Source: an optimization exercise on an open RTL-to-GDS flow (aim: small area, a short achievable clock period and few clock cycles per item). Production flows keep margins and buffers that such runs may drop. No activity file was given, so power comes from the tool's default toggle rates.

v6:
// aes_dec_top
module aes_dec_top
(
    input  logic        clk,
    input  logic        reset,
    input  logic [11:0] paddr,
    input  logic        psel,
    input  logic        penable,
    input  logic        pwrite,
    input  logic [31:0] pwdata,
    output logic [31:0] prdata,
    output logic        pready,
    output logic        pslverr
);
    logic         key_we;
    logic [5:0]   key_addr;
    logic [31:0]  key_wdata;
    logic         start;
    logic         fin;
    logic [127:0] ciphertext;
    logic [127:0] plaintext;
    logic [127:0] round_key;
    logic [127:0] last_key;
    logic [39:0]  round_sel;
    aes_dec_regs i_aes_dec_regs (
        .clk        (clk),
        .reset      (reset),
        .paddr      (paddr),
        .psel       (psel),
        .penable    (penable),
        .pwrite     (pwrite),
        .pwdata     (pwdata),
        .prdata     (prdata),
        .pready     (pready),
        .pslverr    (pslverr),
        .fin        (fin),
        .plaintext  (plaintext),
        .key_we     (key_we),
        .key_addr   (key_addr),
        .key_wdata  (key_wdata),
        .start      (start),
        .ciphertext (ciphertext)
    );
    aes_round_key_store i_aes_round_key_store (
        .clk       (clk),
        .key_we    (key_we),
        .key_addr  (key_addr),
        .key_wdata (key_wdata),
        .round_sel (round_sel),
        .round_key (round_key),
        .last_key  (last_key)
    );
  ...
For scale: roughly 7500 cells after synthesis, ~2000 flip-flops, ~83 I/O pins, about 99000 sq um of cells after synthesis.
==> module aes_round_key_store, before the edit <==
module aes_round_key_store
(
    input  logic         clk,
    input  logic         key_we,
    input  logic [5:0]   key_addr,
    input  logic [31:0]  key_wdata,
    input  logic [39:0]  round_sel,    
    output logic [127:0] round_key,    
    output logic [127:0] last_key      
);
    logic [31:0] mem [44];
    logic [31:0] wdata_g;
    logic [31:0] kc;
    logic        pend_q;
    logic [5:0]  pend_addr_q;
    logic [31:0] pend_data_q;
    aes_g_word i_g (
        .i (pend_data_q),
        .o (wdata_g)
    );
    aes_kc_word i_kc (
        .o (kc)
    );
    always_ff @(posedge clk)
    begin
        pend_q      <= key_we && (key_addr < 6'd40);
        pend_addr_q <= key_addr;
        pend_data_q <= key_wdata;
    end
    always_ff @(posedge clk)
    begin
        for (int i = 0; i < 44; i++)
        begin
            if (i >= 40)
            begin
                if (key_we && (key_addr == 6'(i)))
                begin
                    mem[i] <= key_wdata;
                end
            end
            else if (pend_q && (pend_addr_q == 6'(i)))
            begin
                mem[i] <= (i >= 4) ? (wdata_g ^ kc) : wdata_g;
            end
        end
    end
    assign last_key = {mem[40], mem[41], mem[42], mem[43]};
    always_comb
    begin
        round_key = '0;
        for (int r = 0; r < 10; r++)
        begin
            for (int c = 0; c < 4; c++)
            begin
                if (round_sel[10 * c + r])
                begin
                    round_key[127 - 32 * c -: 32] = round_key[127 - 32 * c -: 32] | mem[4 * r + c];
                end
            end
        end
    end
endmodule
==> module aes_dec_engine, before the edit <==
module aes_dec_engine
(
    input  logic         clk,
    input  logic         reset,
    input  logic         start,
    input  logic [127:0] ciphertext,
    input  logic [127:0] last_key,
    input  logic [127:0] round_key,
    output logic [39:0]  round_sel,   
    output logic         fin,         
    output logic [127:0] plaintext
);
    logic         run;
    logic         ph;        
    logic [9:0]   rsel;      
    logic [9:0]   ksel [4];  
    logic         pend_q;
    logic         z_ok_q;    
    logic         go;
    logic [127:0] state_q;
    logic [63:0]  norm_q;    
    logic [127:0] state_d;
    logic [63:0]  norm_d;
    logic [127:0] a_q;
    logic [127:0] z0;
    logic [127:0] s1_out;
    logic [127:0] s2_out;
    assign round_sel = {ksel[3], ksel[2], ksel[1], ksel[0]};
    assign plaintext = a_q;
    aes_z0 i_z0 (
        .ct  (ciphertext),
        .k10 (last_key),
        .z   (z0)
    );
    aes_inv_s1 i_s1 (
        .x  (state_q),
        .d  (norm_q),
        .kg (round_key),
        .a  (s1_out)
    );
    aes_inv_s2 i_s2 (
        .a (a_q),
        .y (s2_out)
    );
    assign go  = (start || pend_q) && z_ok_q && !run;
    assign fin = run && ph && rsel[0];
    assign state_d = run ? s2_out : z0;
    aes_norms i_norms (
        .x (state_d),
        .d (norm_d)
    );
    always_ff @(posedge clk)
    begin
        state_q <= state_d;
        norm_q  <= norm_d;
        if (go || (run && !ph))
        begin
            a_q <= s1_out;
        end
    end
    always_ff @(posedge clk)
    begin
        for (int c = 0; c < 4; c++)
        begin
            if (reset)
            begin
                ksel[c] <= 10'b10_0000_0000;
            end
            else if (go)
            begin
                ksel[c] <= 10'b01_0000_0000;
            end
            else if (run && !ph)
            begin
                ksel[c] <= ksel[c][0] ? 10'b10_0000_0000 : (ksel[c] >> 1);
            end
        end
    end
    always_ff @(posedge clk)
    begin
        if (reset)
        begin
            run    <= 1'b0;
            ph     <= 1'b0;
            rsel   <= 10'b10_0000_0000;
            pend_q <= 1'b0;
            z_ok_q <= 1'b0;
        end
        else
        begin
            pend_q <= (start || pend_q) && !go;
            z_ok_q <= !run;
            if (go)
            begin
                run  <= 1'b1;
                ph   <= 1'b1;
                rsel <= 10'b01_0000_0000;
            end
            else if (run)
            begin
                ph <= !ph;
                if (!ph)
                begin
                    if (rsel[0])
                    begin
                        run  <= 1'b0;
                        rsel <= 10'b10_0000_0000;
                    end
                    else
                    begin
                        rsel <= rsel >> 1;
                    end
                end
            end
        end
    end
endmodule
==> module aes_dec_top, before the edit <==
module aes_dec_top
(
    input  logic        clk,
    input  logic        reset,
    input  logic [11:0] paddr,
    input  logic        psel,
    input  logic        penable,
    input  logic        pwrite,
    input  logic [31:0] pwdata,
    output logic [31:0] prdata,
    output logic        pready,
    output logic        pslverr
);
    logic         key_we;
    logic [5:0]   key_addr;
    logic [31:0]  key_wdata;
    logic         start;
    logic         fin;
    logic [127:0] ciphertext;
    logic [127:0] plaintext;
    logic [127:0] round_key;
    logic [127:0] last_key;
    logic [39:0]  round_sel;
    aes_dec_regs i_aes_dec_regs (
        .clk        (clk),
        .reset      (reset),
        .paddr      (paddr),
        .psel       (psel),
        .penable    (penable),
        .pwrite     (pwrite),
        .pwdata     (pwdata),
        .prdata     (prdata),
        .pready     (pready),
        .pslverr    (pslverr),
        .fin        (fin),
        .plaintext  (plaintext),
        .key_we     (key_we),
        .key_addr   (key_addr),
        .key_wdata  (key_wdata),
        .start      (start),
        .ciphertext (ciphertext)
    );
    aes_round_key_store i_aes_round_key_store (
        .clk       (clk),
        .key_we    (key_we),
        .key_addr  (key_addr),
        .key_wdata (key_wdata),
        .round_sel (round_sel),
        .round_key (round_key),
        .last_key  (last_key)
    );
    aes_dec_engine i_aes_dec_engine (
        .clk        (clk),
        .reset      (reset),
        .start      (start),
        .ciphertext (ciphertext),
        .last_key   (last_key),
        .round_key  (round_key),
        .round_sel  (round_sel),
        .fin        (fin),
        .plaintext  (plaintext)
    );
endmodule
export LEC_CHECK = 0
export CAP_MARGIN = 20
export CORE_MARGIN = 2
export CORE_UTILIZATION = 40
export CTS_CLUSTER_DIAMETER = 100
export CTS_CLUSTER_SIZE = 25
export SLEW_MARGIN = 20
export TNS_END_PERCENT = 5
create_clock -name core_clock -period 10.0 [get_ports {clk}]
standard.sh (not shown) runs the stock make flow with config.mk's settings and CLKGATE_MAP_FILE= SYNTH_SCRIPT=/design/flow/synth_recipe.tcl, a recipe that flattens the netlist after the stock synthesis.
==> flow/flow/run.sh <==
#!/bin/bash
# The standard layout (standard.sh, its synthesis unchanged) with two changes to how the layout
# is made: the port buffers are buf_2 cells, and timing repair works until the setup slack reaches
# SETUP_SLACK_MARGIN, well above zero at the 10 ns clock. The tools' output goes to standard.log.
set -euo pipefail
export SETUP_SLACK_MARGIN=7.0
export BUFFER_PORTS_ARGS="-buffer_cell sky130_fd_sc_hd__buf_2"
bash standard.sh > standard.log 2>&1
--- input diff v6..v7 ---
diff --git a/flow/design.v b/flow/design.v
--- a/flow/design.v
+++ b/flow/design.v
@@ -538,11 +538,11 @@
 (
     input  logic         clk,
     input  logic         key_we,
     input  logic [5:0]   key_addr,
     input  logic [31:0]  key_wdata,
-    input  logic [39:0]  round_sel,    
+    input  logic [9:0]   round_sel,    
     output logic [127:0] round_key,    
     output logic [127:0] last_key      
 );
     logic [31:0] mem [44];
     logic [31:0] wdata_g;
@@ -584,16 +584,13 @@
     always_comb
     begin
         round_key = '0;
         for (int r = 0; r < 10; r++)
         begin
-            for (int c = 0; c < 4; c++)
+            if (round_sel[r])
             begin
-                if (round_sel[10 * c + r])
-                begin
-                    round_key[127 - 32 * c -: 32] = round_key[127 - 32 * c -: 32] | mem[4 * r + c];
-                end
+                round_key = round_key | {mem[4 * r], mem[4 * r + 1], mem[4 * r + 2], mem[4 * r + 3]};
             end
         end
     end
 endmodule
 `default_nettype wire
@@ -724,18 +721,17 @@
     input  logic         reset,
     input  logic         start,
     input  logic [127:0] ciphertext,
     input  logic [127:0] last_key,
     input  logic [127:0] round_key,
-    output logic [39:0]  round_sel,   
+    output logic [9:0]   round_sel,   
     output logic         fin,         
     output logic [127:0] plaintext
 );
     logic         run;
     logic         ph;        
     logic [9:0]   rsel;      
-    logic [9:0]   ksel [4];  
     logic         pend_q;
     logic         z_ok_q;    
     logic         go;
     logic [127:0] state_q;
     logic [63:0]  norm_q;    
@@ -743,11 +739,11 @@
     logic [63:0]  norm_d;
     logic [127:0] a_q;
     logic [127:0] z0;
     logic [127:0] s1_out;
     logic [127:0] s2_out;
-    assign round_sel = {ksel[3], ksel[2], ksel[1], ksel[0]};
+    assign round_sel = rsel;
     assign plaintext = a_q;
     aes_z0 i_z0 (
         .ct  (ciphertext),
         .k10 (last_key),
         .z   (z0)
@@ -778,28 +774,10 @@
             a_q <= s1_out;
         end
     end
     always_ff @(posedge clk)
     begin
-        for (int c = 0; c < 4; c++)
-        begin
-            if (reset)
-            begin
-                ksel[c] <= 10'b10_0000_0000;
-            end
-            else if (go)
-            begin
-                ksel[c] <= 10'b01_0000_0000;
-            end
-            else if (run && !ph)
-            begin
-                ksel[c] <= ksel[c][0] ? 10'b10_0000_0000 : (ksel[c] >> 1);
-            end
-        end
-    end
-    always_ff @(posedge clk)
-    begin
         if (reset)
         begin
             run    <= 1'b0;
             ph     <= 1'b0;
             rsel   <= 10'b10_0000_0000;
@@ -857,11 +835,11 @@
     logic         fin;
     logic [127:0] ciphertext;
     logic [127:0] plaintext;
     logic [127:0] round_key;
     logic [127:0] last_key;
-    logic [39:0]  round_sel;
+    logic [9:0]   round_sel;
     aes_dec_regs i_aes_dec_regs (
         .clk        (clk),
         .reset      (reset),
         .paddr      (paddr),
         .psel       (psel),
--- outcome ---
- Of v6 and v7, the lower share of total power in combinational logic belongs to v7.
- From v6 to v7 the numbers moved as follows: first-pass GRT wire length down 4.4%; final total power down 0.00045 W; post-cts repair resize count down 38; core utilization up 0.27 points.
No functional check of the RTL was part of any run of this note.

## separate check: timing with driven ports
Ports are ideal in the flow. The routed layouts listed here were re-timed in OpenROAD. Step 1: set_driving_cell puts a clkbuf_16 on clk and a buf_2 on each other input, an assumption about the parent block. Step 2 moves the port delays by t, midway between the first and last clock arrival at a register: inputs arrive t later, outputs are due t later. That takes back most of the time a late clock gives input paths. Slacks: no drivers / after step 1 / after step 2; pairs: no drivers / after step 1.
run | t (ns) | slack for setup (ns) | worst slew at a driven data input, ns
v6 | 0.884 | 6.665 / 6.516 / 5.632 | 0.33
v7 | 0.889 | 6.584 / 6.558 / 5.724 | 0.25
After both steps every run listed still meets setup and hold. The setup slack of v6, which loses most, moves by -0.149 ns with the drivers and by -1.033 ns with both steps.
